Context: an optimization exercise on an open-source flow, tuned for small area, a short achievable clock period and few clock cycles per item. The choices shown serve that exercise and are no tape-out recipe.
The RTL was checked by simulation tests, not by an equivalence proof against the original design.
Power and IR drop assume default switching activity.

[flow/design.v]
package scev_pkg;
   localparam logic [31:0] HdrMagic   = 32'h3256_5053;
   localparam logic [31:0] SpvMagic   = 32'h0723_0203;
   localparam logic [63:0] FnvBasis   = 64'hCBF2_9CE4_8422_2325;
   localparam logic [31:0] MaxBytesReset = 32'd67108864;
   localparam logic [2:0] VerdictOk     = 3'd0;
   localparam logic [2:0] VerdictSize   = 3'd1;
   localparam logic [2:0] VerdictHeader = 3'd2;
   localparam logic [2:0] VerdictLength = 3'd3;
   localparam logic [2:0] VerdictHash   = 3'd4;
   localparam logic [2:0] VerdictPrefix = 3'd5;
   localparam logic [2:0] VerdictSpirv  = 3'd6;
   function automatic logic [31:0] inc32(input logic [31:0] v);
      logic [4:0] blk;
      logic       c;
      begin
         blk[0] = 1'b1;
         for (int b = 0; b < 4; b++) blk[b + 1] = blk[b] & (&v[8 * b +: 8]);
         for (int b = 0; b < 4; b++) begin
            c = blk[b];
            for (int i = 0; i < 8; i++) begin
               inc32[8 * b + i] = v[8 * b + i] ^ c;
               c = c & v[8 * b + i];
            end
         end
      end
   endfunction
   function automatic logic [31:0] dec32(input logic [31:0] v);
      dec32 = ~inc32(~v);
   endfunction
   function automatic logic [15:0] dec16(input logic [15:0] v);
      logic [31:0] w;
      begin
         w = dec32({16'hFFFF, v});
         dec16 = w[15:0];
      end
   endfunction
   function automatic logic [63:0] fnv_step(input logic [63:0] hash, input logic [7:0] data);
      logic [63:0] x;
      begin
         x = hash ^ {56'd0, data};
         fnv_step = (x << 40) + (x << 9) - (x << 6) - (x << 4) + (x << 1) + x;
      end
   endfunction
endpackage
module scev_fnv_hash (
   input  logic        clock,
   input  logic        consume,    
   input  logic        payload,    
   input  logic        load,       
   input  logic [7:0]  port_byte,
   output logic [63:0] hash
);
   logic [63:0] x, xn, row0, row1, pg_p, pg_g, next, base;
   logic t1, t2, t3, t4, t5, t6, t7, t8, t9, t10, t11, t12, t13, t14, t15, t16;
   logic t17, t18, t19, t20, t21, t22, t23, t24, t25, t26, t27, t28, t29, t30, t31, t32;
   logic t33, t34, t35, t36, t37, t38, t39, t40, t41, t42, t43, t44, t45, t46, t47, t48;
   logic t49, t50, t51, t52, t53, t54, t55, t56, t57, t58, t59, t60, t61, t62, t63, t64;
   logic t65, t66, t67, t68, t69, t70, t71, t72, t73, t74, t75, t76, t77, t78, t79, t80;
   logic t81, t82, t83, t84, t85, t86, t87, t88, t89, t90, t91, t92, t93, t94, t95, t96;
   logic t97, t98, t99, t100, t101, t102, t103, t104, t105, t106, t107, t108, t109, t110, t111, t112;
   logic t113, t114, t115, t116, t117, t118, t119, t120, t121, t122, t123, t124, t125, t126, t127, t128;
   logic t129, t130, t131, t132, t133, t134, t135, t136, t137, t138, t139, t140, t141, t142, t143, t144;
   logic t145, t146, t147, t148, t149, t150, t151, t152, t153, t154, t155, t156, t157, t158, t159, t160;
   logic t161, t162, t163, t164, t165, t166, t167, t168, t169, t170, t171, t172, t173, t174, t175, t176;
   logic t177, t178, t179, t180, t181, t182, t183, t184, t185, t186, t187, t188, t189, t190, t191, t192;
   logic t193, t194, t195, t196, t197, t198, t199, t200, t201, t202, t203, t204, t205, t206, t207, t208;
   logic t209, t210, t211, t212, t213, t214, t215, t216, t217, t218, t219, t220, t221, t222, t223, t224;
   logic t225, t226, t227, t228, t229, t230, t231, t232, t233, t234, t235, t236, t237, t238, t239, t240;
   logic t241, t242, t243, t244, t245, t246, t247, t248, t249, t250, t251, t252, t253, t254, t255, t256;
   logic t257, t258, t259, t260, t261, t262, t263, t264, t265, t266, t267, t268, t269, t270, t271, t272;
   logic t273, t274, t275, t276, t277, t278, t279, t280, t281, t282, t283, t284, t285, t286, t287, t288;
   logic t289, t290, t291, t292, t293, t294, t295, t296, t297, t298, t299, t300, t301, t302, t303, t304;
   logic t305, t306, t307, t308, t309, t310, t311, t312, t313, t314, t315, t316, t317, t318, t319, t320;
   logic t321, t322, t323, t324, t325, t326, t327, t328, t329, t330, t331, t332, t333, t334, t335, t336;
   logic t337, t338, t339, t340, t341, t342, t343, t344, t345, t346, t347, t348, t349, t350, t351, t352;
   logic t353, t354, t355, t356, t357, t358, t359, t360, t361, t362, t363, t364, t365, t366, t367, t368;
   logic t369, t370, t371, t372, t373, t374, t375, t376, t377, t378, t379, t380, t381, t382, t383, t384;
   logic t385, t386, t387, t388, t389, t390, t391, t392, t393, t394, t395, t396, t397, t398, t399, t400;
   logic t401, t402, t403, t404, c1g, c2g, c2p, c3g, c3p, c4g, c4p, c5g, c5p, c6g, c6p, c7g;
   logic c7p, c8g, c8p, c9g, c9p, c10g, c10p, c11g, c11p, c12g, c12p, c13g, c13p, c14g, c14p, c15g;
   logic c15p, c16g, c16p, c17g, c17p, c18g, c18p, c19g, c19p, c20g, c20p, c21g, c21p, c22g, c22p, c23g;
   logic c23p, c24g, c24p, c25g, c25p, c26g, c26p, c27g, c27p, c28g, c28p, c29g, c29p, c30g, c30p, c31g;
   logic c31p, c32g, c32p, c33g, c34g, c35g, c35p, c36g, c36p, c37g, c37p, c38g, c38p, c39g, c39p, c40g;
   logic c40p, c41g, c41p, c42g, c42p, c43g, c43p, c44g, c44p, c45g, c45p, c46g, c46p, c47g, c47p, c48g;
   logic c48p, c49g, c49p, c50g, c50p, c51g, c51p, c52g, c52p, c53g, c53p, c54g, c54p, c55g, c55p, c56g;
   logic c56p, c57g, c57p, c58g, c58p, c59g, c59p, c60g, c60p, c61g, c61p, c62g, c62p, c63g, c63p, c64g;
   logic c64p, c65g, c66g, c67g, c68g, c69g, c69p, c70g, c70p, c71g, c71p, c72g, c72p, c73g, c73p, c74g;
   logic c74p, c75g, c75p, c76g, c76p, c77g, c77p, c78g, c78p, c79g, c79p, c80g, c80p, c81g, c81p, c82g;
   logic c82p, c83g, c83p, c84g, c84p, c85g, c85p, c86g, c86p, c87g, c87p, c88g, c88p, c89g, c89p, c90g;
   logic c90p, c91g, c91p, c92g, c92p, c93g, c93p, c94g, c94p, c95g, c95p, c96g, c96p, c97g, c98g, c99g;
   logic c100g, c101g, c102g, c103g, c104g, c105g, c105p, c106g, c106p, c107g, c107p, c108g, c108p, c109g, c109p, c110g;
   logic c110p, c111g, c111p, c112g, c112p, c113g, c113p, c114g, c114p, c115g, c115p, c116g, c116p, c117g, c117p, c118g;
   logic c118p, c119g, c119p, c120g, c120p, c121g, c121p, c122g, c122p, c123g, c123p, c124g, c124p, c125g, c125p, c126g;
   logic c126p, c127g, c127p, c128g, c128p, c129g, c130g, c131g, c132g, c133g, c134g, c135g, c136g, c137g, c138g, c139g;
   logic c140g, c141g, c142g, c143g, c144g, c145g, c145p, c146g, c146p, c147g, c147p, c148g, c148p, c149g, c149p, c150g;
   logic c150p, c151g, c151p, c152g, c152p, c153g, c153p, c154g, c154p, c155g, c155p, c156g, c156p, c157g, c157p, c158g;
   logic c158p, c159g, c159p, c160g, c160p, c161g, c162g, c163g, c164g, c165g, c166g, c167g, c168g, c169g, c170g, c171g;
   logic c172g, c173g, c174g, c175g, c176g, c177g, c178g, c179g, c180g, c181g, c182g, c183g, c184g, c185g, c186g, c187g;
   logic c188g, c189g, c190g, c191g, c192g;
   assign x  = hash;
   assign xn = ~x;
   assign t1 = ~x[5];
   assign t2 = x[5];
   assign {t4, t3} = x[6] + x[7];
   assign {t6, t5} = x[7] + x[8];
   assign {t8, t7} = x[0] + x[8] + x[9];
   assign {t10, t9} = x[1] + x[9] + x[10];
   assign {t12, t11} = x[2] + x[10] + x[11];
   assign {t14, t13} = x[3] + x[11] + x[12];
   assign {t16, t15} = x[4] + x[12] + x[13];
   assign {t18, t17} = x[5] + x[13] + x[14];
   assign {t20, t19} = x[6] + x[14] + x[15];
   assign {t22, t21} = x[7] + x[15] + x[16];
   assign {t24, t23} = x[8] + x[16] + x[17];
   assign {t26, t25} = x[9] + x[17] + x[18];
   assign {t28, t27} = x[10] + x[18] + x[19];
   assign {t30, t29} = x[11] + x[19] + x[20];
   assign {t32, t31} = x[12] + x[20] + x[21];
   assign {t34, t33} = x[13] + x[21] + x[22];
   assign {t36, t35} = x[14] + x[22] + x[23];
   assign {t38, t37} = x[15] + x[23] + x[24];
   assign {t40, t39} = x[16] + x[24] + x[25];
   assign {t42, t41} = x[17] + x[25] + x[26];
   assign {t44, t43} = x[18] + x[26] + x[27];
   assign {t46, t45} = x[19] + x[27] + x[28];
   assign {t48, t47} = x[20] + x[28] + x[29];
   assign {t50, t49} = x[21] + x[29] + x[30];
   assign {t52, t51} = x[22] + x[30] + x[31];
   assign {t54, t53} = x[23] + x[31] + x[32];
   assign {t56, t55} = x[24] + x[32] + x[33];
   assign {t58, t57} = x[25] + x[33] + x[34];
   assign {t60, t59} = x[26] + x[34] + x[35];
   assign {t62, t61} = x[27] + x[35] + x[36];
   assign {t64, t63} = x[28] + x[36] + x[37];
   assign {t66, t65} = x[29] + x[37] + x[38];
   assign {t68, t67} = x[30] + x[38] + x[39];
   assign {t70, t69} = x[0] + x[31] + x[39];
   assign {t72, t71} = x[40] + xn[34];
   assign {t74, t73} = x[1] + x[32] + x[40];
   assign {t76, t75} = x[41] + xn[35] + xn[37];
   assign {t78, t77} = x[2] + x[33] + x[41];
   assign {t80, t79} = x[42] + xn[36] + xn[38];
   assign {t82, t81} = x[3] + x[34] + x[42];
   assign {t84, t83} = x[43] + xn[37] + xn[39];
   assign {t86, t85} = x[4] + x[35] + x[43];
   assign {t88, t87} = x[44] + xn[38] + xn[40];
   assign {t90, t89} = x[5] + x[36] + x[44];
   assign {t92, t91} = x[45] + xn[39] + xn[41];
   assign {t94, t93} = x[6] + x[37] + x[45];
   assign {t96, t95} = x[46] + xn[40] + xn[42];
   assign {t98, t97} = x[7] + x[38] + x[46];
   assign {t100, t99} = x[47] + xn[41] + xn[43];
   assign {t102, t101} = x[8] + x[39] + x[47];
   assign {t104, t103} = x[48] + xn[42] + xn[44];
   assign {t106, t105} = x[9] + x[40] + x[48];
   assign {t108, t107} = x[49] + xn[43] + xn[45];
   assign {t110, t109} = x[10] + x[41] + x[49];
   assign {t112, t111} = x[50] + xn[44] + xn[46];
   assign {t114, t113} = x[11] + x[42] + x[50];
   assign {t116, t115} = x[51] + xn[45] + xn[47];
   assign {t118, t117} = x[12] + x[43] + x[51];
   assign {t120, t119} = x[52] + xn[46] + xn[48];
   assign {t122, t121} = x[13] + x[44] + x[52];
   assign {t124, t123} = x[53] + xn[47] + xn[49];
   assign {t126, t125} = x[14] + x[45] + x[53];
   assign {t128, t127} = x[54] + xn[48] + xn[50];
   assign {t130, t129} = x[15] + x[46] + x[54];
   assign {t132, t131} = x[55] + xn[49] + xn[51];
   assign {t134, t133} = x[16] + x[47] + x[55];
   assign {t136, t135} = x[56] + xn[50] + xn[52];
   assign {t138, t137} = x[17] + x[48] + x[56];
   assign {t140, t139} = x[57] + xn[51] + xn[53];
   assign {t142, t141} = x[18] + x[49] + x[57];
   assign {t144, t143} = x[58] + xn[52] + xn[54];
   assign {t146, t145} = x[19] + x[50] + x[58];
   assign {t148, t147} = x[59] + xn[53] + xn[55];
   assign {t150, t149} = x[20] + x[51] + x[59];
   assign {t152, t151} = x[60] + xn[54] + xn[56];
   assign {t154, t153} = x[21] + x[52] + x[60];
   assign {t156, t155} = x[61] + xn[55] + xn[57];
   assign {t158, t157} = x[22] + x[53] + x[61];
   assign {t160, t159} = x[62] + xn[56] + xn[58];
   assign {t162, t161} = x[23] + x[54] + x[62];
   assign {t164, t163} = x[63] + xn[57] + xn[59];
   assign t165 = ~x[3];
   assign t166 = x[3];
   assign {t168, t167} = x[4] + x[5];
   assign {t170, t169} = x[6] + xn[0] + xn[2];
   assign {t172, t171} = xn[1] + xn[3] + t2;
   assign {t174, t173} = xn[2] + xn[4] + t4;
   assign {t176, t175} = xn[3] + xn[5] + t6;
   assign {t178, t177} = xn[4] + xn[6] + t8;
   assign {t180, t179} = xn[5] + xn[7] + t10;
   assign {t182, t181} = xn[6] + xn[8] + t12;
   assign {t184, t183} = xn[7] + xn[9] + t14;
   assign {t186, t185} = xn[8] + xn[10] + t16;
   assign {t188, t187} = xn[9] + xn[11] + t18;
   assign {t190, t189} = xn[10] + xn[12] + t20;
   assign {t192, t191} = xn[11] + xn[13] + t22;
   assign {t194, t193} = xn[12] + xn[14] + t24;
   assign {t196, t195} = xn[13] + xn[15] + t26;
   assign {t198, t197} = xn[14] + xn[16] + t28;
   assign {t200, t199} = xn[15] + xn[17] + t30;
   assign {t202, t201} = xn[16] + xn[18] + t32;
   assign {t204, t203} = xn[17] + xn[19] + t34;
   assign {t206, t205} = xn[18] + xn[20] + t36;
   assign {t208, t207} = xn[19] + xn[21] + t38;
   assign {t210, t209} = xn[20] + xn[22] + t40;
   assign {t212, t211} = xn[21] + xn[23] + t42;
   assign {t214, t213} = xn[22] + xn[24] + t44;
   assign {t216, t215} = xn[23] + xn[25] + t46;
   assign {t218, t217} = xn[24] + xn[26] + t48;
   assign {t220, t219} = xn[25] + xn[27] + t50;
   assign {t222, t221} = xn[26] + xn[28] + t52;
   assign {t224, t223} = xn[27] + xn[29] + t54;
   assign {t226, t225} = xn[28] + xn[30] + t56;
   assign {t228, t227} = xn[29] + xn[31] + t58;
   assign {t230, t229} = xn[30] + xn[32] + t60;
   assign {t232, t231} = xn[31] + xn[33] + t62;
   assign {t234, t233} = xn[32] + xn[34] + t64;
   assign {t236, t235} = xn[33] + xn[35] + t66;
   assign {t238, t237} = xn[36] + t68 + t69;
   assign {t240, t239} = t70 + t73 + t72;
   assign {t242, t241} = t74 + t77 + t76;
   assign {t244, t243} = t78 + t81 + t80;
   assign {t246, t245} = t82 + t85 + t84;
   assign {t248, t247} = t86 + t89 + t88;
   assign {t250, t249} = t90 + t93 + t92;
   assign {t252, t251} = t94 + t97 + t96;
   assign {t254, t253} = t98 + t101 + t100;
   assign {t256, t255} = t102 + t105 + t104;
   assign {t258, t257} = t106 + t109 + t108;
   assign {t260, t259} = t110 + t113 + t112;
   assign {t262, t261} = t114 + t117 + t116;
   assign {t264, t263} = t118 + t121 + t120;
   assign {t266, t265} = t122 + t125 + t124;
   assign {t268, t267} = t126 + t129 + t128;
   assign {t270, t269} = t130 + t133 + t132;
   assign {t272, t271} = t134 + t137 + t136;
   assign {t274, t273} = t138 + t141 + t140;
   assign {t276, t275} = t142 + t145 + t144;
   assign {t278, t277} = t146 + t149 + t148;
   assign {t280, t279} = t150 + t153 + t152;
   assign {t282, t281} = t154 + t157 + t156;
   assign {t284, t283} = t158 + t161 + t160;
   assign {t286, t285} = x[4] + xn[0];
   assign {t288, t287} = xn[1] + t166 + t167;
   assign {t290, t289} = t168 + t1 + t169;
   assign {t292, t291} = t3 + t170 + t171;
   assign {t294, t293} = t5 + t172 + t173;
   assign {t296, t295} = t7 + t174 + t175;
   assign {t298, t297} = t9 + t176 + t177;
   assign {t300, t299} = t11 + t178 + t179;
   assign {t302, t301} = t13 + t180 + t181;
   assign {t304, t303} = t15 + t182 + t183;
   assign {t306, t305} = t17 + t184 + t185;
   assign {t308, t307} = t19 + t186 + t187;
   assign {t310, t309} = t21 + t188 + t189;
   assign {t312, t311} = t23 + t190 + t191;
   assign {t314, t313} = t25 + t192 + t193;
   assign {t316, t315} = t27 + t194 + t195;
   assign {t318, t317} = t29 + t196 + t197;
   assign {t320, t319} = t31 + t198 + t199;
   assign {t322, t321} = t33 + t200 + t201;
   assign {t324, t323} = t35 + t202 + t203;
   assign {t326, t325} = t37 + t204 + t205;
   assign {t328, t327} = t39 + t206 + t207;
   assign {t330, t329} = t41 + t208 + t209;
   assign {t332, t331} = t43 + t210 + t211;
   assign {t334, t333} = t45 + t212 + t213;
   assign {t336, t335} = t47 + t214 + t215;
   assign {t338, t337} = t49 + t216 + t217;
   assign {t340, t339} = t51 + t218 + t219;
   assign {t342, t341} = t53 + t220 + t221;
   assign {t344, t343} = t55 + t222 + t223;
   assign {t346, t345} = t57 + t224 + t225;
   assign {t348, t347} = t59 + t226 + t227;
   assign {t350, t349} = t61 + t228 + t229;
   assign {t352, t351} = t63 + t230 + t231;
   assign {t354, t353} = t65 + t232 + t233;
   assign {t356, t355} = t67 + t234 + t235;
   assign {t358, t357} = t71 + t236 + t237;
   assign {t360, t359} = t75 + t238 + t239;
   assign {t362, t361} = t79 + t240 + t241;
   assign {t364, t363} = t83 + t242 + t243;
   assign {t366, t365} = t87 + t244 + t245;
   assign {t368, t367} = t91 + t246 + t247;
   assign {t370, t369} = t95 + t248 + t249;
   assign {t372, t371} = t99 + t250 + t251;
   assign {t374, t373} = t103 + t252 + t253;
   assign {t376, t375} = t107 + t254 + t255;
   assign {t378, t377} = t111 + t256 + t257;
   assign {t380, t379} = t115 + t258 + t259;
   assign {t382, t381} = t119 + t260 + t261;
   assign {t384, t383} = t123 + t262 + t263;
   assign {t386, t385} = t127 + t264 + t265;
   assign {t388, t387} = t131 + t266 + t267;
   assign {t390, t389} = t135 + t268 + t269;
   assign {t392, t391} = t139 + t270 + t271;
   assign {t394, t393} = t143 + t272 + t273;
   assign {t396, t395} = t147 + t274 + t275;
   assign {t398, t397} = t151 + t276 + t277;
   assign {t400, t399} = t155 + t278 + t279;
   assign {t402, t401} = t159 + t280 + t281;
   assign {t404, t403} = t163 + t282 + t283;
   assign row0 = {t402, t400, t398, t396, t394, t392, t390, t388, t386, t384, t382, t380, t378, t376, t374, t372, t370, t368, t366, t364, t362, t360, t358, t356, t354, t352, t350, t348, t346, t344, t342, t340, t338, t336, t334, t332, t330, t328, t326, t324, t322, t320, t318, t316, t314, t312, t310, t308, t306, t304, t302, t300, t298, t296, t294, t292, t290, t288, t286, t165, x[2], x[1], x[0], x[0]};
   assign row1 = {t403, t401, t399, t397, t395, t393, t391, t389, t387, t385, t383, t381, t379, t377, t375, t373, t371, t369, t367, t365, t363, t361, t359, t357, t355, t353, t351, t349, t347, t345, t343, t341, t339, t337, t335, t333, t331, t329, t327, t325, t323, t321, t319, t317, t315, t313, t311, t309, t307, t305, t303, t301, t299, t297, t295, t293, t291, t289, t287, t285, x[3], x[2], x[1], 1'b0};
   assign pg_p = row0 ^ row1;
   assign pg_g = row0 & row1;
   assign c1g = pg_g[1] | (pg_p[1] & pg_g[0]);
   assign c2g = pg_g[3] | (pg_p[3] & pg_g[2]);
   assign c2p = pg_p[3] & pg_p[2];
   assign c3g = pg_g[5] | (pg_p[5] & pg_g[4]);
   assign c3p = pg_p[5] & pg_p[4];
   assign c4g = pg_g[7] | (pg_p[7] & pg_g[6]);
   assign c4p = pg_p[7] & pg_p[6];
   assign c5g = pg_g[9] | (pg_p[9] & pg_g[8]);
   assign c5p = pg_p[9] & pg_p[8];
   assign c6g = pg_g[11] | (pg_p[11] & pg_g[10]);
   assign c6p = pg_p[11] & pg_p[10];
   assign c7g = pg_g[13] | (pg_p[13] & pg_g[12]);
   assign c7p = pg_p[13] & pg_p[12];
   assign c8g = pg_g[15] | (pg_p[15] & pg_g[14]);
   assign c8p = pg_p[15] & pg_p[14];
   assign c9g = pg_g[17] | (pg_p[17] & pg_g[16]);
   assign c9p = pg_p[17] & pg_p[16];
   assign c10g = pg_g[19] | (pg_p[19] & pg_g[18]);
   assign c10p = pg_p[19] & pg_p[18];
   assign c11g = pg_g[21] | (pg_p[21] & pg_g[20]);
   assign c11p = pg_p[21] & pg_p[20];
   assign c12g = pg_g[23] | (pg_p[23] & pg_g[22]);
   assign c12p = pg_p[23] & pg_p[22];
   assign c13g = pg_g[25] | (pg_p[25] & pg_g[24]);
   assign c13p = pg_p[25] & pg_p[24];
   assign c14g = pg_g[27] | (pg_p[27] & pg_g[26]);
   assign c14p = pg_p[27] & pg_p[26];
   assign c15g = pg_g[29] | (pg_p[29] & pg_g[28]);
   assign c15p = pg_p[29] & pg_p[28];
   assign c16g = pg_g[31] | (pg_p[31] & pg_g[30]);
   assign c16p = pg_p[31] & pg_p[30];
   assign c17g = pg_g[33] | (pg_p[33] & pg_g[32]);
   assign c17p = pg_p[33] & pg_p[32];
   assign c18g = pg_g[35] | (pg_p[35] & pg_g[34]);
   assign c18p = pg_p[35] & pg_p[34];
   assign c19g = pg_g[37] | (pg_p[37] & pg_g[36]);
   assign c19p = pg_p[37] & pg_p[36];
   assign c20g = pg_g[39] | (pg_p[39] & pg_g[38]);
   assign c20p = pg_p[39] & pg_p[38];
   assign c21g = pg_g[41] | (pg_p[41] & pg_g[40]);
   assign c21p = pg_p[41] & pg_p[40];
   assign c22g = pg_g[43] | (pg_p[43] & pg_g[42]);
   assign c22p = pg_p[43] & pg_p[42];
   assign c23g = pg_g[45] | (pg_p[45] & pg_g[44]);
   assign c23p = pg_p[45] & pg_p[44];
   assign c24g = pg_g[47] | (pg_p[47] & pg_g[46]);
   assign c24p = pg_p[47] & pg_p[46];
   assign c25g = pg_g[49] | (pg_p[49] & pg_g[48]);
   assign c25p = pg_p[49] & pg_p[48];
   assign c26g = pg_g[51] | (pg_p[51] & pg_g[50]);
   assign c26p = pg_p[51] & pg_p[50];
   assign c27g = pg_g[53] | (pg_p[53] & pg_g[52]);
   assign c27p = pg_p[53] & pg_p[52];
   assign c28g = pg_g[55] | (pg_p[55] & pg_g[54]);
   assign c28p = pg_p[55] & pg_p[54];
   assign c29g = pg_g[57] | (pg_p[57] & pg_g[56]);
   assign c29p = pg_p[57] & pg_p[56];
   assign c30g = pg_g[59] | (pg_p[59] & pg_g[58]);
   assign c30p = pg_p[59] & pg_p[58];
   assign c31g = pg_g[61] | (pg_p[61] & pg_g[60]);
   assign c31p = pg_p[61] & pg_p[60];
   assign c32g = pg_g[63] | (pg_p[63] & pg_g[62]);
   assign c32p = pg_p[63] & pg_p[62];
   assign c33g = pg_g[2] | (pg_p[2] & c1g);
   assign c34g = c2g | (c2p & c1g);
   assign c35g = pg_g[6] | (pg_p[6] & c3g);
   assign c35p = pg_p[6] & c3p;
   assign c36g = c4g | (c4p & c3g);
   assign c36p = c4p & c3p;
   assign c37g = pg_g[10] | (pg_p[10] & c5g);
   assign c37p = pg_p[10] & c5p;
   assign c38g = c6g | (c6p & c5g);
   assign c38p = c6p & c5p;
   assign c39g = pg_g[14] | (pg_p[14] & c7g);
   assign c39p = pg_p[14] & c7p;
   assign c40g = c8g | (c8p & c7g);
   assign c40p = c8p & c7p;
   assign c41g = pg_g[18] | (pg_p[18] & c9g);
   assign c41p = pg_p[18] & c9p;
   assign c42g = c10g | (c10p & c9g);
   assign c42p = c10p & c9p;
   assign c43g = pg_g[22] | (pg_p[22] & c11g);
   assign c43p = pg_p[22] & c11p;
   assign c44g = c12g | (c12p & c11g);
   assign c44p = c12p & c11p;
   assign c45g = pg_g[26] | (pg_p[26] & c13g);
   assign c45p = pg_p[26] & c13p;
   assign c46g = c14g | (c14p & c13g);
   assign c46p = c14p & c13p;
   assign c47g = pg_g[30] | (pg_p[30] & c15g);
   assign c47p = pg_p[30] & c15p;
   assign c48g = c16g | (c16p & c15g);
   assign c48p = c16p & c15p;
   assign c49g = pg_g[34] | (pg_p[34] & c17g);
   assign c49p = pg_p[34] & c17p;
   assign c50g = c18g | (c18p & c17g);
   assign c50p = c18p & c17p;
   assign c51g = pg_g[38] | (pg_p[38] & c19g);
   assign c51p = pg_p[38] & c19p;
   assign c52g = c20g | (c20p & c19g);
   assign c52p = c20p & c19p;
   assign c53g = pg_g[42] | (pg_p[42] & c21g);
   assign c53p = pg_p[42] & c21p;
   assign c54g = c22g | (c22p & c21g);
   assign c54p = c22p & c21p;
   assign c55g = pg_g[46] | (pg_p[46] & c23g);
   assign c55p = pg_p[46] & c23p;
   assign c56g = c24g | (c24p & c23g);
   assign c56p = c24p & c23p;
   assign c57g = pg_g[50] | (pg_p[50] & c25g);
   assign c57p = pg_p[50] & c25p;
   assign c58g = c26g | (c26p & c25g);
   assign c58p = c26p & c25p;
   assign c59g = pg_g[54] | (pg_p[54] & c27g);
   assign c59p = pg_p[54] & c27p;
   assign c60g = c28g | (c28p & c27g);
   assign c60p = c28p & c27p;
   assign c61g = pg_g[58] | (pg_p[58] & c29g);
   assign c61p = pg_p[58] & c29p;
   assign c62g = c30g | (c30p & c29g);
   assign c62p = c30p & c29p;
   assign c63g = pg_g[62] | (pg_p[62] & c31g);
   assign c63p = pg_p[62] & c31p;
   assign c64g = c32g | (c32p & c31g);
   assign c64p = c32p & c31p;
   assign c65g = pg_g[4] | (pg_p[4] & c34g);
   assign c66g = c3g | (c3p & c34g);
   assign c67g = c35g | (c35p & c34g);
   assign c68g = c36g | (c36p & c34g);
   assign c69g = pg_g[12] | (pg_p[12] & c38g);
   assign c69p = pg_p[12] & c38p;
   assign c70g = c7g | (c7p & c38g);
   assign c70p = c7p & c38p;
   assign c71g = c39g | (c39p & c38g);
   assign c71p = c39p & c38p;
   assign c72g = c40g | (c40p & c38g);
   assign c72p = c40p & c38p;
   assign c73g = pg_g[20] | (pg_p[20] & c42g);
   assign c73p = pg_p[20] & c42p;
   assign c74g = c11g | (c11p & c42g);
   assign c74p = c11p & c42p;
   assign c75g = c43g | (c43p & c42g);
   assign c75p = c43p & c42p;
   assign c76g = c44g | (c44p & c42g);
   assign c76p = c44p & c42p;
   assign c77g = pg_g[28] | (pg_p[28] & c46g);
   assign c77p = pg_p[28] & c46p;
   assign c78g = c15g | (c15p & c46g);
   assign c78p = c15p & c46p;
   assign c79g = c47g | (c47p & c46g);
   assign c79p = c47p & c46p;
   assign c80g = c48g | (c48p & c46g);
   assign c80p = c48p & c46p;
   assign c81g = pg_g[36] | (pg_p[36] & c50g);
   assign c81p = pg_p[36] & c50p;
   assign c82g = c19g | (c19p & c50g);
   assign c82p = c19p & c50p;
   assign c83g = c51g | (c51p & c50g);
   assign c83p = c51p & c50p;
   assign c84g = c52g | (c52p & c50g);
   assign c84p = c52p & c50p;
   assign c85g = pg_g[44] | (pg_p[44] & c54g);
   assign c85p = pg_p[44] & c54p;
   assign c86g = c23g | (c23p & c54g);
   assign c86p = c23p & c54p;
   assign c87g = c55g | (c55p & c54g);
   assign c87p = c55p & c54p;
   assign c88g = c56g | (c56p & c54g);
   assign c88p = c56p & c54p;
   assign c89g = pg_g[52] | (pg_p[52] & c58g);
   assign c89p = pg_p[52] & c58p;
   assign c90g = c27g | (c27p & c58g);
   assign c90p = c27p & c58p;
   assign c91g = c59g | (c59p & c58g);
   assign c91p = c59p & c58p;
   assign c92g = c60g | (c60p & c58g);
   assign c92p = c60p & c58p;
   assign c93g = pg_g[60] | (pg_p[60] & c62g);
   assign c93p = pg_p[60] & c62p;
   assign c94g = c31g | (c31p & c62g);
   assign c94p = c31p & c62p;
   assign c95g = c63g | (c63p & c62g);
   assign c95p = c63p & c62p;
   assign c96g = c64g | (c64p & c62g);
   assign c96p = c64p & c62p;
   assign c97g = pg_g[8] | (pg_p[8] & c68g);
   assign c98g = c5g | (c5p & c68g);
   assign c99g = c37g | (c37p & c68g);
   assign c100g = c38g | (c38p & c68g);
   assign c101g = c69g | (c69p & c68g);
   assign c102g = c70g | (c70p & c68g);
   assign c103g = c71g | (c71p & c68g);
   assign c104g = c72g | (c72p & c68g);
   assign c105g = pg_g[24] | (pg_p[24] & c76g);
   assign c105p = pg_p[24] & c76p;
   assign c106g = c13g | (c13p & c76g);
   assign c106p = c13p & c76p;
   assign c107g = c45g | (c45p & c76g);
   assign c107p = c45p & c76p;
   assign c108g = c46g | (c46p & c76g);
   assign c108p = c46p & c76p;
   assign c109g = c77g | (c77p & c76g);
   assign c109p = c77p & c76p;
   assign c110g = c78g | (c78p & c76g);
   assign c110p = c78p & c76p;
   assign c111g = c79g | (c79p & c76g);
   assign c111p = c79p & c76p;
   assign c112g = c80g | (c80p & c76g);
   assign c112p = c80p & c76p;
   assign c113g = pg_g[40] | (pg_p[40] & c84g);
   assign c113p = pg_p[40] & c84p;
   assign c114g = c21g | (c21p & c84g);
   assign c114p = c21p & c84p;
   assign c115g = c53g | (c53p & c84g);
   assign c115p = c53p & c84p;
   assign c116g = c54g | (c54p & c84g);
   assign c116p = c54p & c84p;
   assign c117g = c85g | (c85p & c84g);
   assign c117p = c85p & c84p;
   assign c118g = c86g | (c86p & c84g);
   assign c118p = c86p & c84p;
   assign c119g = c87g | (c87p & c84g);
   assign c119p = c87p & c84p;
   assign c120g = c88g | (c88p & c84g);
   assign c120p = c88p & c84p;
   assign c121g = pg_g[56] | (pg_p[56] & c92g);
   assign c121p = pg_p[56] & c92p;
   assign c122g = c29g | (c29p & c92g);
   assign c122p = c29p & c92p;
   assign c123g = c61g | (c61p & c92g);
   assign c123p = c61p & c92p;
   assign c124g = c62g | (c62p & c92g);
   assign c124p = c62p & c92p;
   assign c125g = c93g | (c93p & c92g);
   assign c125p = c93p & c92p;
   assign c126g = c94g | (c94p & c92g);
   assign c126p = c94p & c92p;
   assign c127g = c95g | (c95p & c92g);
   assign c127p = c95p & c92p;
   assign c128g = c96g | (c96p & c92g);
   assign c128p = c96p & c92p;
   assign c129g = pg_g[16] | (pg_p[16] & c104g);
   assign c130g = c9g | (c9p & c104g);
   assign c131g = c41g | (c41p & c104g);
   assign c132g = c42g | (c42p & c104g);
   assign c133g = c73g | (c73p & c104g);
   assign c134g = c74g | (c74p & c104g);
   assign c135g = c75g | (c75p & c104g);
   assign c136g = c76g | (c76p & c104g);
   assign c137g = c105g | (c105p & c104g);
   assign c138g = c106g | (c106p & c104g);
   assign c139g = c107g | (c107p & c104g);
   assign c140g = c108g | (c108p & c104g);
   assign c141g = c109g | (c109p & c104g);
   assign c142g = c110g | (c110p & c104g);
   assign c143g = c111g | (c111p & c104g);
   assign c144g = c112g | (c112p & c104g);
   assign c145g = pg_g[48] | (pg_p[48] & c120g);
   assign c145p = pg_p[48] & c120p;
   assign c146g = c25g | (c25p & c120g);
   assign c146p = c25p & c120p;
   assign c147g = c57g | (c57p & c120g);
   assign c147p = c57p & c120p;
   assign c148g = c58g | (c58p & c120g);
   assign c148p = c58p & c120p;
   assign c149g = c89g | (c89p & c120g);
   assign c149p = c89p & c120p;
   assign c150g = c90g | (c90p & c120g);
   assign c150p = c90p & c120p;
   assign c151g = c91g | (c91p & c120g);
   assign c151p = c91p & c120p;
   assign c152g = c92g | (c92p & c120g);
   assign c152p = c92p & c120p;
   assign c153g = c121g | (c121p & c120g);
   assign c153p = c121p & c120p;
   assign c154g = c122g | (c122p & c120g);
   assign c154p = c122p & c120p;
   assign c155g = c123g | (c123p & c120g);
   assign c155p = c123p & c120p;
   assign c156g = c124g | (c124p & c120g);
   assign c156p = c124p & c120p;
   assign c157g = c125g | (c125p & c120g);
   assign c157p = c125p & c120p;
   assign c158g = c126g | (c126p & c120g);
   assign c158p = c126p & c120p;
   assign c159g = c127g | (c127p & c120g);
   assign c159p = c127p & c120p;
   assign c160g = c128g | (c128p & c120g);
   assign c160p = c128p & c120p;
   assign c161g = pg_g[32] | (pg_p[32] & c144g);
   assign c162g = c17g | (c17p & c144g);
   assign c163g = c49g | (c49p & c144g);
   assign c164g = c50g | (c50p & c144g);
   assign c165g = c81g | (c81p & c144g);
   assign c166g = c82g | (c82p & c144g);
   assign c167g = c83g | (c83p & c144g);
   assign c168g = c84g | (c84p & c144g);
   assign c169g = c113g | (c113p & c144g);
   assign c170g = c114g | (c114p & c144g);
   assign c171g = c115g | (c115p & c144g);
   assign c172g = c116g | (c116p & c144g);
   assign c173g = c117g | (c117p & c144g);
   assign c174g = c118g | (c118p & c144g);
   assign c175g = c119g | (c119p & c144g);
   assign c176g = c120g | (c120p & c144g);
   assign c177g = c145g | (c145p & c144g);
   assign c178g = c146g | (c146p & c144g);
   assign c179g = c147g | (c147p & c144g);
   assign c180g = c148g | (c148p & c144g);
   assign c181g = c149g | (c149p & c144g);
   assign c182g = c150g | (c150p & c144g);
   assign c183g = c151g | (c151p & c144g);
   assign c184g = c152g | (c152p & c144g);
   assign c185g = c153g | (c153p & c144g);
   assign c186g = c154g | (c154p & c144g);
   assign c187g = c155g | (c155p & c144g);
   assign c188g = c156g | (c156p & c144g);
   assign c189g = c157g | (c157p & c144g);
   assign c190g = c158g | (c158p & c144g);
   assign c191g = c159g | (c159p & c144g);
   assign c192g = c160g | (c160p & c144g);
   assign next[0] = pg_p[0];
   assign next[1] = pg_p[1] ^ pg_g[0];
   assign next[2] = pg_p[2] ^ c1g;
   assign next[3] = pg_p[3] ^ c33g;
   assign next[4] = pg_p[4] ^ c34g;
   assign next[5] = pg_p[5] ^ c65g;
   assign next[6] = pg_p[6] ^ c66g;
   assign next[7] = pg_p[7] ^ c67g;
   assign next[8] = pg_p[8] ^ c68g;
   assign next[9] = pg_p[9] ^ c97g;
   assign next[10] = pg_p[10] ^ c98g;
   assign next[11] = pg_p[11] ^ c99g;
   assign next[12] = pg_p[12] ^ c100g;
   assign next[13] = pg_p[13] ^ c101g;
   assign next[14] = pg_p[14] ^ c102g;
   assign next[15] = pg_p[15] ^ c103g;
   assign next[16] = pg_p[16] ^ c104g;
   assign next[17] = pg_p[17] ^ c129g;
   assign next[18] = pg_p[18] ^ c130g;
   assign next[19] = pg_p[19] ^ c131g;
   assign next[20] = pg_p[20] ^ c132g;
   assign next[21] = pg_p[21] ^ c133g;
   assign next[22] = pg_p[22] ^ c134g;
   assign next[23] = pg_p[23] ^ c135g;
   assign next[24] = pg_p[24] ^ c136g;
   assign next[25] = pg_p[25] ^ c137g;
   assign next[26] = pg_p[26] ^ c138g;
   assign next[27] = pg_p[27] ^ c139g;
   assign next[28] = pg_p[28] ^ c140g;
   assign next[29] = pg_p[29] ^ c141g;
   assign next[30] = pg_p[30] ^ c142g;
   assign next[31] = pg_p[31] ^ c143g;
   assign next[32] = pg_p[32] ^ c144g;
   assign next[33] = pg_p[33] ^ c161g;
   assign next[34] = pg_p[34] ^ c162g;
   assign next[35] = pg_p[35] ^ c163g;
   assign next[36] = pg_p[36] ^ c164g;
   assign next[37] = pg_p[37] ^ c165g;
   assign next[38] = pg_p[38] ^ c166g;
   assign next[39] = pg_p[39] ^ c167g;
   assign next[40] = pg_p[40] ^ c168g;
   assign next[41] = pg_p[41] ^ c169g;
   assign next[42] = pg_p[42] ^ c170g;
   assign next[43] = pg_p[43] ^ c171g;
   assign next[44] = pg_p[44] ^ c172g;
   assign next[45] = pg_p[45] ^ c173g;
   assign next[46] = pg_p[46] ^ c174g;
   assign next[47] = pg_p[47] ^ c175g;
   assign next[48] = pg_p[48] ^ c176g;
   assign next[49] = pg_p[49] ^ c177g;
   assign next[50] = pg_p[50] ^ c178g;
   assign next[51] = pg_p[51] ^ c179g;
   assign next[52] = pg_p[52] ^ c180g;
   assign next[53] = pg_p[53] ^ c181g;
   assign next[54] = pg_p[54] ^ c182g;
   assign next[55] = pg_p[55] ^ c183g;
   assign next[56] = pg_p[56] ^ c184g;
   assign next[57] = pg_p[57] ^ c185g;
   assign next[58] = pg_p[58] ^ c186g;
   assign next[59] = pg_p[59] ^ c187g;
   assign next[60] = pg_p[60] ^ c188g;
   assign next[61] = pg_p[61] ^ c189g;
   assign next[62] = pg_p[62] ^ c190g;
   assign next[63] = pg_p[63] ^ c191g;
   assign base = payload ? next : scev_pkg::FnvBasis;
   always_ff @(posedge clock) begin
      if (consume) begin
         hash[63:8] <= base[63:8];
      end
      if (consume || load) begin
         hash[7:0] <= (consume ? base[7:0] : hash[7:0]) ^ (load ? port_byte : 8'd0);
      end
   end
endmodule
module scev_spirv_walk (
   input  logic       clock,
   input  logic       reset,
   input  logic       step,       
   input  logic       header,     
   input  logic       word,       
   input  logic [7:0] data_byte,
   output logic       bad         
);
   logic [1:0]  lane_ff;    
   logic [2:0]  widx_ff;    
   logic [15:0] skip_ff;    
   logic [7:0]  b2_ff;      
   logic        zero_ff;    
   logic        bad_ff;
   logic [15:0] len;
   logic [7:0]  magic_byte;
   logic        byte_zero;
   logic        bad_now;
   always_comb begin
      len        = {data_byte, b2_ff};
      byte_zero  = data_byte == 8'd0;
      magic_byte = scev_pkg::SpvMagic[8 * lane_ff +: 8];
      bad_now    = 1'b0;
      case (widx_ff)
         3'd0: bad_now = data_byte != magic_byte;
         3'd3: bad_now = lane_ff == 2'd3 && zero_ff && byte_zero;
         3'd4: bad_now = !byte_zero;
         3'd5: bad_now = lane_ff == 2'd3 && skip_ff == 16'd0 && len == 16'd0;
         default: ;
      endcase
   end
   always_ff @(posedge clock) begin
      if (reset) begin
         lane_ff <= '0;
         widx_ff <= '0;
         bad_ff  <= 1'b0;
      end else if (step && header) begin
         lane_ff <= '0;
         widx_ff <= '0;
         bad_ff  <= 1'b0;
      end else if (step && word) begin
         lane_ff <= lane_ff + 2'd1;
         if (bad_now) bad_ff <= 1'b1;
         if (lane_ff == 2'd3 && widx_ff != 3'd5) widx_ff <= widx_ff + 3'd1;
      end
   end
   always_ff @(posedge clock) begin
      if (step && word) begin
         zero_ff <= (lane_ff == 2'd0 || zero_ff) && byte_zero;
         if (lane_ff == 2'd2) b2_ff <= data_byte;
         if (lane_ff == 2'd3) begin
            if (widx_ff != 3'd5) skip_ff <= '0;
            else skip_ff <= scev_pkg::dec16(skip_ff == 16'd0 ? len : skip_ff);
         end
      end
   end
   assign bad = bad_ff || widx_ff != 3'd5 || skip_ff != 16'd0;
endmodule
module shader_cache_entry_validator_unit (
   input  logic        clock,
   input  logic        reset,
   input  logic        req_tvalid,
   output logic        req_tready,
   input  logic [15:0] req_tdata,   
   input  logic        req_tlast,   
   output logic        rsp_tvalid,
   input  logic        rsp_tready,
   output logic [39:0] rsp_tdata,   
   input  logic        csr_valid,
   output logic        csr_ready,
   input  logic [1:0]  csr_index,
   input  logic [31:0] csr_data
);
   logic [31:0] stage_code_ff;
   logic [23:0] contract_len_ff;
   logic [23:0] source_len_ff;
   logic [31:0] max_bytes_ff;
   logic        in_valid_ff;
   logic [7:0]  in_file_ff;
   logic        in_differs_ff;   
   logic        in_last_ff;
   logic [1:0]  owed_ff;         
   logic        ready_ff;
   logic [31:0] pos_ff;          
   logic        payload_ff;      
   logic        words_ff;        
   logic        over_ff;         
   logic        header_bad_ff;
   logic [31:0] word_count_ff;
   logic [31:0] len_left_ff;     
   logic        len_high_ff;     
   logic        len_sum_ok_ff;   
   logic [63:0] hash_field_ff;
   logic        prefix_bad_ff;
   logic        vp_valid_ff;
   logic [2:0]  vp_code_ff;      
   logic        rsp_valid_ff;
   logic [2:0]  rsp_code_ff;
   logic [31:0] rejected_ff;
   logic        take, take_payload, consume, last, header, prefix, word;
   logic [5:0]  hpos;
   logic [7:0]  expect_byte;
   logic        check_byte;
   logic [63:0] hash;
   logic        walk_bad;
   logic [25:0] prefix_end;
   logic        at_prefix_end;
   logic        at_max;
   logic [2:0]  pre_code;
   logic [2:0]  code;
   logic        load_rsp;
   logic [1:0]  owed_next;
   assign csr_ready  = 1'b1;
   assign req_tready = ready_ff;
   assign rsp_tvalid = rsp_valid_ff;
   assign rsp_tdata  = {5'd0, rejected_ff, rsp_code_ff};
   always_ff @(posedge clock) begin
      if (reset) begin
         stage_code_ff   <= '0;
         contract_len_ff <= '0;
         source_len_ff   <= '0;
         max_bytes_ff    <= scev_pkg::MaxBytesReset;
      end else if (csr_valid) begin
         case (csr_index)
            2'd0: stage_code_ff   <= csr_data;
            2'd1: contract_len_ff <= csr_data[23:0];
            2'd2: source_len_ff   <= csr_data[23:0];
            default: max_bytes_ff <= csr_data;
         endcase
      end
   end
   assign take = req_tvalid && ready_ff;
   always_ff @(posedge clock) begin
      in_valid_ff   <= take && !reset;
      in_file_ff    <= req_tdata[7:0];
      in_differs_ff <= req_tdata[7:0] != req_tdata[15:8];
      in_last_ff    <= req_tlast;
   end
   always_comb begin
      owed_next = owed_ff;
      if (take && req_tlast) owed_next = owed_next + 2'd1;
      if (rsp_valid_ff && rsp_tready) owed_next = owed_next - 2'd1;
   end
   always_ff @(posedge clock) begin
      if (reset) begin
         owed_ff  <= '0;
         ready_ff <= 1'b1;
      end else begin
         owed_ff  <= owed_next;
         ready_ff <= !owed_next[1];
      end
   end
   assign consume = in_valid_ff;
   assign last    = in_last_ff;
   assign header  = !payload_ff;
   assign prefix  = payload_ff && !words_ff;
   assign word    = words_ff;
   assign hpos    = pos_ff[5:0];
   assign prefix_end = {2'd0, contract_len_ff} + {2'd0, source_len_ff} + 26'd39;
   assign at_max  = pos_ff == max_bytes_ff;
   assign at_prefix_end = pos_ff == {6'd0, prefix_end};
   always_comb begin
      check_byte  = header && hpos < 6'd20;
      expect_byte = 8'd0;
      case (hpos[4:0])
         5'd0:  expect_byte = scev_pkg::HdrMagic[7:0];
         5'd1:  expect_byte = scev_pkg::HdrMagic[15:8];
         5'd2:  expect_byte = scev_pkg::HdrMagic[23:16];
         5'd3:  expect_byte = scev_pkg::HdrMagic[31:24];
         5'd4:  expect_byte = 8'd2;
         5'd8:  expect_byte = stage_code_ff[7:0];
         5'd9:  expect_byte = stage_code_ff[15:8];
         5'd10: expect_byte = stage_code_ff[23:16];
         5'd11: expect_byte = stage_code_ff[31:24];
         5'd12: expect_byte = contract_len_ff[7:0];
         5'd13: expect_byte = contract_len_ff[15:8];
         5'd14: expect_byte = contract_len_ff[23:16];
         5'd16: expect_byte = source_len_ff[7:0];
         5'd17: expect_byte = source_len_ff[15:8];
         5'd18: expect_byte = source_len_ff[23:16];
         default: expect_byte = 8'd0;
      endcase
   end
   always_ff @(posedge clock) begin
      if (reset) begin
         pos_ff        <= '0;
         payload_ff    <= 1'b0;
         words_ff      <= 1'b0;
         over_ff       <= 1'b0;
         header_bad_ff <= 1'b0;
         len_high_ff   <= 1'b0;
         len_sum_ok_ff <= 1'b0;
      end else if (consume) begin
         if (last) begin
            pos_ff        <= '0;
            payload_ff    <= 1'b0;
            words_ff      <= 1'b0;
            over_ff       <= 1'b0;
            header_bad_ff <= 1'b0;
            len_high_ff   <= 1'b0;
            len_sum_ok_ff <= 1'b0;
         end else begin
            pos_ff <= scev_pkg::inc32(pos_ff);
            if (header && hpos == 6'd39) payload_ff <= 1'b1;
            if (at_max) over_ff <= 1'b1;
            if (check_byte && in_file_ff != expect_byte) header_bad_ff <= 1'b1;
            if (header && hpos[5:2] == 4'd7 && in_file_ff != 8'd0) len_high_ff <= 1'b1;
            if (at_prefix_end) begin
               words_ff <= 1'b1;
               if (len_left_ff == {word_count_ff[29:0], 1'b0, payload_ff} &&
                   word_count_ff[31:30] == 2'd0) len_sum_ok_ff <= 1'b1;
            end
         end
      end
   end
   always_ff @(posedge clock) begin
      if (consume) begin
         if (header) begin
            case (hpos)
               6'd20: word_count_ff[7:0]   <= in_file_ff;
               6'd21: word_count_ff[15:8]  <= in_file_ff;
               6'd22: word_count_ff[23:16] <= in_file_ff;
               6'd23: word_count_ff[31:24] <= in_file_ff;
               6'd24: len_left_ff[7:0]     <= in_file_ff;
               6'd25: len_left_ff[15:8]    <= in_file_ff;
               6'd26: len_left_ff[23:16]   <= in_file_ff;
               6'd27: len_left_ff[31:24]   <= in_file_ff;
               6'd32: hash_field_ff[7:0]   <= in_file_ff;
               6'd33: hash_field_ff[15:8]  <= in_file_ff;
               6'd34: hash_field_ff[23:16] <= in_file_ff;
               6'd35: hash_field_ff[31:24] <= in_file_ff;
               6'd36: hash_field_ff[39:32] <= in_file_ff;
               6'd37: hash_field_ff[47:40] <= in_file_ff;
               6'd38: hash_field_ff[55:48] <= in_file_ff;
               6'd39: hash_field_ff[63:56] <= in_file_ff;
               default: ;
            endcase
         end else begin
            len_left_ff <= scev_pkg::dec32(len_left_ff);
         end
      end
   end
   always_ff @(posedge clock) begin
      if (reset) begin
         prefix_bad_ff <= 1'b0;
      end else if (consume) begin
         if (header) prefix_bad_ff <= 1'b0;
         else if (prefix && in_differs_ff) prefix_bad_ff <= 1'b1;
      end
   end
   assign take_payload = take && (consume ? !last && (payload_ff || hpos == 6'd39) : payload_ff);
   scev_fnv_hash u_hash (
      .clock     (clock),
      .consume   (consume),
      .payload   (payload_ff),
      .load      (take_payload),
      .port_byte (req_tdata[7:0]),
      .hash      (hash)
   );
   scev_spirv_walk u_walk (
      .clock     (clock),
      .reset     (reset),
      .step      (consume),
      .header    (header),
      .word      (word),
      .data_byte (in_file_ff),
      .bad       (walk_bad)
   );
   always_comb begin
      if (over_ff || at_max || (header && hpos != 6'd39)) begin
         pre_code = scev_pkg::VerdictSize;
      end else if (header_bad_ff || (word_count_ff[31:3] == 29'd0 && word_count_ff[2:0] < 3'd5)) begin
         pre_code = scev_pkg::VerdictHeader;
      end else if (!(payload_ff && len_left_ff == 32'd1 && !len_high_ff && len_sum_ok_ff)) begin
         pre_code = scev_pkg::VerdictLength;
      end else begin
         pre_code = scev_pkg::VerdictOk;
      end
   end
   always_comb begin
      if (vp_code_ff != scev_pkg::VerdictOk) code = vp_code_ff;
      else if (hash != hash_field_ff) code = scev_pkg::VerdictHash;
      else if (prefix_bad_ff) code = scev_pkg::VerdictPrefix;
      else if (walk_bad) code = scev_pkg::VerdictSpirv;
      else code = scev_pkg::VerdictOk;
   end
   assign load_rsp = vp_valid_ff && !rsp_valid_ff;
   always_ff @(posedge clock) begin
      if (reset) begin
         vp_valid_ff  <= 1'b0;
         rsp_valid_ff <= 1'b0;
         rejected_ff  <= '0;
      end else begin
         if (consume && last) vp_valid_ff <= 1'b1;
         else if (load_rsp) vp_valid_ff <= 1'b0;
         if (load_rsp) begin
            rsp_valid_ff <= 1'b1;
            if (code != scev_pkg::VerdictOk)
               rejected_ff <= scev_pkg::inc32(rejected_ff) | {32{&rejected_ff}};
         end else if (rsp_tready) begin
            rsp_valid_ff <= 1'b0;
         end
      end
   end
   always_ff @(posedge clock) begin
      if (consume && last) vp_code_ff <= pre_code;
      if (load_rsp) rsp_code_ff <= code;
   end
endmodule
[flow/flow/run.sh]
#!/bin/bash
# Own layout flow: the standard flow (standard.sh, standard synthesis unchanged) with
# smaller port buffers and a clock tree without dummy loads, set through ORFS's environment
# variables. The flow's full output goes to flow_orfs.log in this folder.
set -euo pipefail
cd "$(dirname "$0")/.."
export BUFFER_PORTS_ARGS="-buffer_cell sky130_fd_sc_hd__buf_1"
export CTS_ARGS="-sink_clustering_enable -repair_clock_nets -dont_use_dummy_load -sink_clustering_size 15 -sink_clustering_max_diameter 50 -buf_list {sky130_fd_sc_hd__clkbuf_4 sky130_fd_sc_hd__clkbuf_8}"
bash standard.sh > flow_orfs.log 2>&1
[flow/standard.sh]
#!/bin/bash
# synth_recipe.tcl (not shown) runs the flow's synth.tcl, then flattens the netlist and writes it again
# the make line also repeats each setting of config.mk as NAME=value (left out here)
make -C /OpenROAD-flow-scripts/flow DESIGN_CONFIG=/design/flow/config.mk WORK_HOME=/design/flow/orfs CLKGATE_MAP_FILE= SYNTH_SCRIPT=/design/flow/synth_recipe.tcl "${@:-finish}"
[flow/config.mk]
export PLATFORM = sky130hd
export DESIGN_NAME = shader_cache_entry_validator_unit
export DESIGN_NICKNAME = shader_cache_entry_validator_unit
export VERILOG_FILES = /design/flow/design.v
export SDC_FILE = /design/flow/constraint.sdc
export NUM_CORES = 4
export LEC_CHECK = 0
export CAP_MARGIN = 20
export CORE_MARGIN = 2
export CORE_UTILIZATION = 40
export SETUP_SLACK_MARGIN = 5
export SLEW_MARGIN = 20
[flow/constraint.sdc]
create_clock -name core_clock -period 10.0 [get_ports {clock}]
set_input_delay 2.0000 -clock core_clock [delete_from_list [all_inputs] [get_ports {clock}]]
set_output_delay 2.0000 -clock core_clock [all_outputs]
set_load 0.01 [all_outputs]
==> results of run 1 <==
[Yosys cell counts (10+ instances only)]
cell type	instances
edfxtp_1	222
clkbuf_1	89
fa_1	197
nand4_1	53
and2_1	15
a221oi_1	11
nand2b_1	21
ha_1	220
nor3_1	36
nor2_1	207
nand3_1	25
xor2_1	109
inv_1	365
xnor2_1	141
o211ai_1	10
nor4_1	61
or2_2	11
a211oi_1	35
dfxtp_1	205
and3_1	15
a21oi_1	263
a22oi_1	10
a21o_1	24
o21ai_0	42
o21a_1	17
nand2_1	319
nor2b_1	38
[cell type report]
class                      count  area (um^2)  area share
clock buffer                  55        757.0     0.02380
inverter                     365         1370     0.04307
sequential                   427        10780      0.3389
multi-input combinational   2044        16460      0.5174
timing repair buffer         211         1255     0.03946
tap                          950         1189     0.03737
[layout by cell type (no fill, tap or decap), types with 56 or more instances in the layout]
master,instances
nand2_1,318
dfxtp_1,203
fa_1,197
a21oi_1,261
inv_1,365
buf_4,118
xnor2_1,141
ha_1,218
xor2_1,109
nor2_1,207
edfxtp_1,222
nor4_1,56
buf_1,91
[per-layer routing]
metal  wire [um]  vias to the layer above  share of wire
met4        3204                        6          0.039
li1            -                    10290              -
met1       37250                    10460           0.45
met2       36420                      743           0.44
met5          40                        -        0.00048
met3        6273                      173          0.075
[worst max-delay path, stage by stage, from the launching register on]
cell and delay (ns):
edfxtp_1 0.45, buf_4 0.18, fa_1 0.40, fa_1 0.49, inv_1 0.06, fa_1 0.53, inv_1 0.04, ha_1 0.34
a21oi_1 0.11, nor2b_1 0.34, o22ai_2 0.25, o211ai_1 0.26, o21ai_2 0.15, o21ai_2 0.32, a41oi_2 0.20, and4b_1 0.22
or3_1 0.33
[state kept, by name, indices dropped and copies added (netlist names), 16 cells and up]
signal           flops
max_bytes_ff        32
contract_len_ff     24
word_count_ff       32
len_left_ff         32
rejected_ff         32
hash_field_ff       64
stage_code_ff       32
pos_ff              32
source_len_ff       24
u_walk.skip_ff      16
u_hash.hash         64
[power by group]
part | internal, mW | switching (mW)
clock | 0.482 | 0.632
sequential | 1.87 | 0.0405
combinational | 0.428 | 0.623
[metrics by stage]
step | hold WS [ns] | worst slack (ns)
after floorplan | 0.4256 | 5.290
after global placement | 0.4419 | 4.418
after detailed placement | 0.4499 | 4.289
after CTS | 0.4569 | 4.997
after global routing | 0.4682 | 4.959
final | 0.4580 | 5.095
[cells by family (layout without fill, tap and decap cells)]
logic type,Yosys count,in the layout,share of synthesized area
other cells,2,6,0.0002612
simple gates,846,846,0.1388
mux,9,9,0.003394
flops,427,427,0.3745
fa+ha+maj,417,417,0.2329
compound gates,516,516,0.1120
xor+xnor,250,250,0.07614
buf+inv,468,631,0.06200
[worst min path at each step]
stage	start	to	cells after the start
after floorplan	header_bad_ff	header_bad_ff	2
after global placement	stage_code_ff[22]	stage_code_ff[22]	2
after detailed placement	stage_code_ff[21]	stage_code_ff[21]	2
after CTS	stage_code_ff[17]	stage_code_ff[17]	2
after global routing	stage_code_ff[22]	stage_code_ff[22]	2
final	stage_code_ff[17]	stage_code_ff[17]	2
[repair_timing]
action                     in CTS  in global routing
setup buffers                  49                 38
resized for setup              14                 23
pin swaps                       0                  7
setup endpoints to repair      32                 18
==> impl_metrics.csv, run 1 <==
group,metric,value,unit
clocking,cts_htree_levels,2,
global_route,grt_pass1_wl,126700,um
final_layout,final_core_util,0.4457,
worst_setup_path,path_class,"reg -> reg",
global_route,overflow,0,
sta,setup_tns,0,ns
power_and_ir_drop,power,4.075,mW
sta,worst_slew_pin_slew,1.062,ns
placement,place_congestion,0.9259,
global_route,track_usage,0.2229,
placement,io_buffers,92,
yosys,synthCells,2935,
sta,rsz0062_at_grt,"true",
clocking,cts_buffers,55,
drt,wl,83200,um
drt,drt_iter0_drc,1938,
clocking,cts_tree,"yes",
drt,num_vias,21670,
global_route,busiest_layer,"met2",
worst_setup_path,r2r_start,"u_hash.hash[15]",
yosys,ys_types,81,
sta,min_period_over_period,0.4905,
run_status,outcome,"finished clean",
final_layout,n_antenna_cell,0,
yosys,yosys_warnings,3,
final_layout,n_fill_cell,6942,
global_route,grt_pass1_vias,21040,
yosys,ys.flop_type,"edfxtp_1",
floorplan,core_area,71360,um^2
clocking,cts_hold_buf,0,
floorplan,initial_core_util,0.4030,
global_route,use_met1,0.3085,
yosys,yosysTopAreaCellShare,0.2318,
sta,maxSlewHeadroom,0.2864,
final_layout,nets,3577,
drt,dr.pass1.iters,6,
final_layout,final_area,31810,um^2
floorplan,num_rows,98,
power_and_ir_drop,power.density,128.1,nW/um^2
clocking,cts_root_buffer,"clkbuf_8",
yosys,ys_async_sr_fraction,0,
yosys,yosysTopAreaCell,"edfxtp_1",
global_route,antenna_found_initial,4,
yosys,yosysSeqAreaShare,0.3745,
power_and_ir_drop,total_leakage_power,13.02,nW
global_route,met3_usage,0.04752,
yosys,synth_enable_flop_cells,222,
sta,fmax,203.9,MHz
flow_run,max-cap-violations,0,
sta,finalCriticalPeriod,4.905,ns
final_layout,area_growth,10.61,%
placement,hpwl,62450,um
sta,finalHoldViolations,0,
drt,drcViolationCount,0,
worst_setup_path,r2r_end,"u_hash.hash[46]",
worst_setup_path,critPathCapture,"u_hash.hash[46]",
sta,fin_skew,0.1022,ns
floorplan,ios,99,
final_layout,drive_gt1_frac,0.07834,
final_layout,layoutNonFillerInstCount,4052,
global_route,grtUsageMet2,0.3447,
worst_setup_path,worstPathRequired,10.41,ns
worst_setup_path,cp_max_fo,6,
worst_setup_path,end_kind,"flip-flop",
drt,wire_per_inst,20.53,um
floorplan,die_area,74050,um^2
worst_setup_path,r2r_slack,5.10,ns
sta,slew_violations,0,
yosys,synth-seq-cells,427,
sta,report.final.setup_viol,0,
power_and_ir_drop,ir_worst_vdd,101.2,uV
global_route,grt_max_degree,70,
worst_setup_path,reg2reg_depth,16,
yosys,syn_area,28760,um^2
drt,antenna_left,0,
floorplan,die_y,272.1,um
yosys,synth_area_per_cell,9.798,um^2
hold_path,holdCritPathClass,"reg -> reg",
placement,place_inst,3910,
worst_setup_path,cp.arrival,5.31,ns
yosys,ys_top_cells_by_area,"edfxtp_1 23%, dfxtp_1 14%, fa_1 14%",
worst_setup_path,crit_start,"u_hash.hash[15]",
clocking,cts.sink_count,427,
floorplan,die_w,272.1,um
drt,via_per_inst,5.349,
clocking,clockBufferDepth,3,
worst_setup_path,start_kind,"flip-flop",
clocking,clkLatencyLatePin,0.70,ns
placement,dpl-instance-area,30200,um^2
clocking,clkSlewWorstSetupHoldPaths,0.07,ns
Testbench counts, summed over its fixed seeds: cycles 74,921, bytes 74,896.
==> run 2, diff against run 1 <==
--- a/flow/config.mk
+++ b/flow/config.mk
@@ -6,7 +6,7 @@
 export NUM_CORES = 4
 export LEC_CHECK = 0
-export CAP_MARGIN = 20
+export CAP_MARGIN = 0
 export CORE_MARGIN = 2
 export CORE_UTILIZATION = 40
 export SETUP_SLACK_MARGIN = 5
-export SLEW_MARGIN = 20
+export SLEW_MARGIN = 0
==> run 2 against run 1 <==
Effect of this change:
- still clean
- flip-flop and latch count did not move
- final cell count fell by 0.49%
- synthesized cell count did not move
- non-clock buffer count fell by 16
- critical endpoint unchanged
- largest cell class unchanged
==> impl_metrics.csv, run 2 <==
group,metric,value,unit
run_status,outcome,"finished clean",
worst_setup_path,crit_path_top_delay_cell,"edfxtp_1",
global_route,antenna_found_initial,2,
yosys,yosysTopAreaCell,"edfxtp_1",
clocking,cts_buffers,51,
yosys,ys.flop_type,"edfxtp_1",
sta,worst_slew_pin_slew,1.147,ns
final_layout,multi_input_area,16480,um^2
drt,dr.pass1.iters,9,
sta,min_period_over_period,0.4935,
worst_setup_path,cp_max_fo,6,
yosys,syn_area,28760,um^2
worst_setup_path,critical_path.max_stage_delay,0.65,ns
drt,num_vias,21680,
sta,maxSlewHeadroom,0.2273,
yosys,yosysMostFrequentCell,"inv_1",
final_layout,final_core_util,0.4435,
clocking,cts_tree,"yes",
placement,place_congestion,0.9259,
yosys,yosys_warnings,3,
final_layout,nets,3557,
global_route,grt_pass1_vias,20950,
drt,wl,83190,um
worst_setup_path,crit_start,"u_hash.hash[20]",
sta,slew_violations,0,
final_layout,layoutNonFillerInstCount,4032,
sta,setup_tns,0,ns
clocking,clockBufferDepth,3,
worst_setup_path,end_kind,"flip-flop",
yosys,synthCells,2935,
final_layout,final_cell_mix,"365 x inv_1, 318 x nand2_1, 259 x a21oi_1, 222 x edfxtp_1, 220 x ha_1",
global_route,grt_pass1_wl,127500,um
floorplan,die_y,272.1,um
sta,fmax,202.6,MHz
drt,via_per_inst,5.376,
worst_setup_path,path_class,"reg -> reg",
sta,finalHoldViolations,0,
flow_run,max-cap-violations,0,
sta,report.final.setup_viol,0,
placement,place_inst,3910,
sta,rsz0062_at_grt,"true",
worst_setup_path,cpLargestDelayFamily,"adder cells",
floorplan,initial_core_util,0.4030,
yosys,synth-seq-cells,427,
yosys,ys_async_sr_fraction,0,
worst_setup_path,critical_path.cell_chain,"fa_1, fa_1, inv_1, fa_1, inv_1, ha_1, nand4_1, and2_1, o21ai_0, o21ai_2, o21ai_4, a41oi_2, and4b_1, or3_1",
power_and_ir_drop,comb_power_share,0.263,
yosys,yosysTopAreaCellShare,0.2318,
final_layout,final_common_cell,"inv_1",
clocking,cts_root_buffer,"clkbuf_8",
drt,drt_iter0_drc,1908,
clocking,cts_htree_levels,2,
power_and_ir_drop,ir_worst_vdd,108.3,uV
power_and_ir_drop,intPower,2.751,mW
global_route,grt_max_degree,70,
global_route,track_usage,0.2233,
drt,antenna_left,0,
global_route,overflow,0,
final_layout,n_antenna_cell,0,
power_and_ir_drop,power.density,127.7,nW/um^2
yosys,yosysSeqAreaShare,0.3745,
power_and_ir_drop,power,4.042,mW
yosys,ys_top_cells_by_area,"edfxtp_1 23%, dfxtp_1 14%, fa_1 14%",
hold_path,hold_start,"contract_len_ff[1]",
clocking,cts.sink_count,427,
sta,finalCriticalPeriod,4.935,ns
worst_setup_path,critPathMostFrequentCell,"fa_1",
yosys,synth_enable_flop_cells,222,
worst_setup_path,worstPathRequired,10.39,ns
power_and_ir_drop,switching_power,1.291,mW
power_and_ir_drop,p_clk_frac,0.264,
placement,io_buffers,92,
final_layout,regArea,10780,um^2
floorplan,die_w,272.1,um
worst_setup_path,r2r_start,"u_hash.hash[20]",
placement,dpl_worst_slack,4.309,ns
sta,fin_skew,0.1045,ns
drt,drcViolationCount,0,
clocking,clkLatencyLatePin,0.69,ns
floorplan,die_area,74050,um^2
yosys,synth_area_per_cell,9.798,um^2
final_layout,biggestRegsByFlops,"hash_field_ff x64, u_hash.hash x64",
yosys,ys_types,81,
hold_path,holdCritPathClass,"reg -> reg",
worst_setup_path,cp.buffers_inverters,2,
sta,finalWorstSetupSlack,5.065,ns
floorplan,num_rows,98,
final_layout,drive_gt1_frac,0.07236,
placement,hpwl,62410,um
worst_setup_path,cp.arrival,5.33,ns
power_and_ir_drop,sw_frac_of_total,0.3193,
drt,wire_per_inst,20.63,um
power_and_ir_drop,total_leakage_power,12.93,nW
final_layout,area_growth,10.06,%
yosys,synthTopCellsByCount,"365 x inv_1, 319 x nand2_1, 263 x a21oi_1",
power_and_ir_drop,power_frac_seq,0.473,
final_layout,n_fill_cell,6972,
floorplan,core_area,71360,um^2
clocking,clkSlewWorstSetupHoldPaths,0.07,ns
worst_setup_path,start_kind,"flip-flop",
floorplan,ios,99,
-- run 2: cell type report --
| cell class | count | area share |
|---|---|---|
| clock buffer | 51 | 0.02218 |
| inverter | 365 | 0.04329 |
| multi-input combinational | 2044 | 0.5206 |
| sequential | 427 | 0.3405 |
| tap | 950 | 0.03756 |
| timing repair buffer | 195 | 0.03586 |
-- run 2: stage by stage --
stage	hold slack (ns)	instance area, um^2
floorplan	0.4256	28770
global placement	0.4419	30200
detailed placement	0.4499	30200
CTS	0.4598	31360
global route	0.4696	31650
finish	0.4578	31650
-- run 2: logic make-up (layout without fill, tap and decap cells) --
| logic type | Yosys count | in the layout | share of synthesized area |
|---|---|---|---|
| buffers and inverters | 468 | 611 | 0.06200 |
| AND/OR/NAND/NOR | 846 | 846 | 0.1388 |
| other | 2 | 6 | 0.0002612 |
| AO/OA/AOI/OAI | 516 | 516 | 0.1120 |
| adder cells (fa/ha/maj) | 417 | 417 | 0.2329 |
| multiplexers | 9 | 9 | 0.003394 |
| XOR/XNOR | 250 | 250 | 0.07614 |
| flip-flops | 427 | 427 | 0.3745 |
-- run 2: routing by layer --
metal,routed length (um),global-route usage,vias to the layer above
li1,-,-,10250
met2,37380,0.3477,734
met3,5577,0.03861,137
met1,37740,0.3182,10560
met5,13,0,-
met4,2482,0.06637,2
-- run 2: final timing paths --
| kind | endpoint | cells after the start | slack, ns |
|---|---|---|---|
| setup / recovery | u_hash.hash[46] | 14 | 5.06 |
| hold / removal | contract_len_ff[1] | 2 | 0.46 |
| setup reg to reg | u_hash.hash[46] | 14 | 5.06 |
| hold reg to reg | contract_len_ff[1] | 2 | 0.46 |
-- run 2: power by group through the flow --
stage	sequential [mW]	combinational, mW	clock, mW
after floorplan	1.95	0.710	0
after global placement	1.96	0.956	0
after detailed placement	1.96	0.959	0
after CTS	1.91	1.00	1.10
after global routing	1.92	1.18	1.16
final	1.91	1.06	1.07
-- run 2: tightest hold or removal path: stages, from the launching register on --
cell	delay (ns)
dfxtp_1	0.31
nand2_1	0.05
a21oi_1	0.05
-- run 2: what timing repair did --
action | in CTS | in global routing
hold buffers | 0 | 0
buffers inserted | 49 | 22
endpoints found under the setup margin | 26 | 19
pin swaps | 0 | 7
resized for setup | 15 | 24

-- static timing again, ports no longer ideal --
In the flow no input, the clock included, has a driving cell. The finished layouts below were timed again as built, in two steps. Step 1: set_driving_cell puts a clkbuf_16 on clock and a buf_2 on each other input, an assumption about the parent block. Step 2 adds t to the input delays and takes it off the output delays; t is the mean of the earliest and latest rising clock arrival at the registers after step 1. Input paths then give back, and output paths get back, about the clock's delay inside the block. a / b / c = no drivers / after step 1 / after step 2; a / b = the first two.
| run | t (ns) | setup WS [ns] | worst slew at a driven data input, ns |
|---|---|---|---|
| run 1 | 0.712 | 5.095 / 5.095 / 5.095 | 0.09 |
| run 2 | 0.700 | 5.065 / 5.065 / 5.065 | 0.08 |
After both steps setup and hold are still met in every run listed.
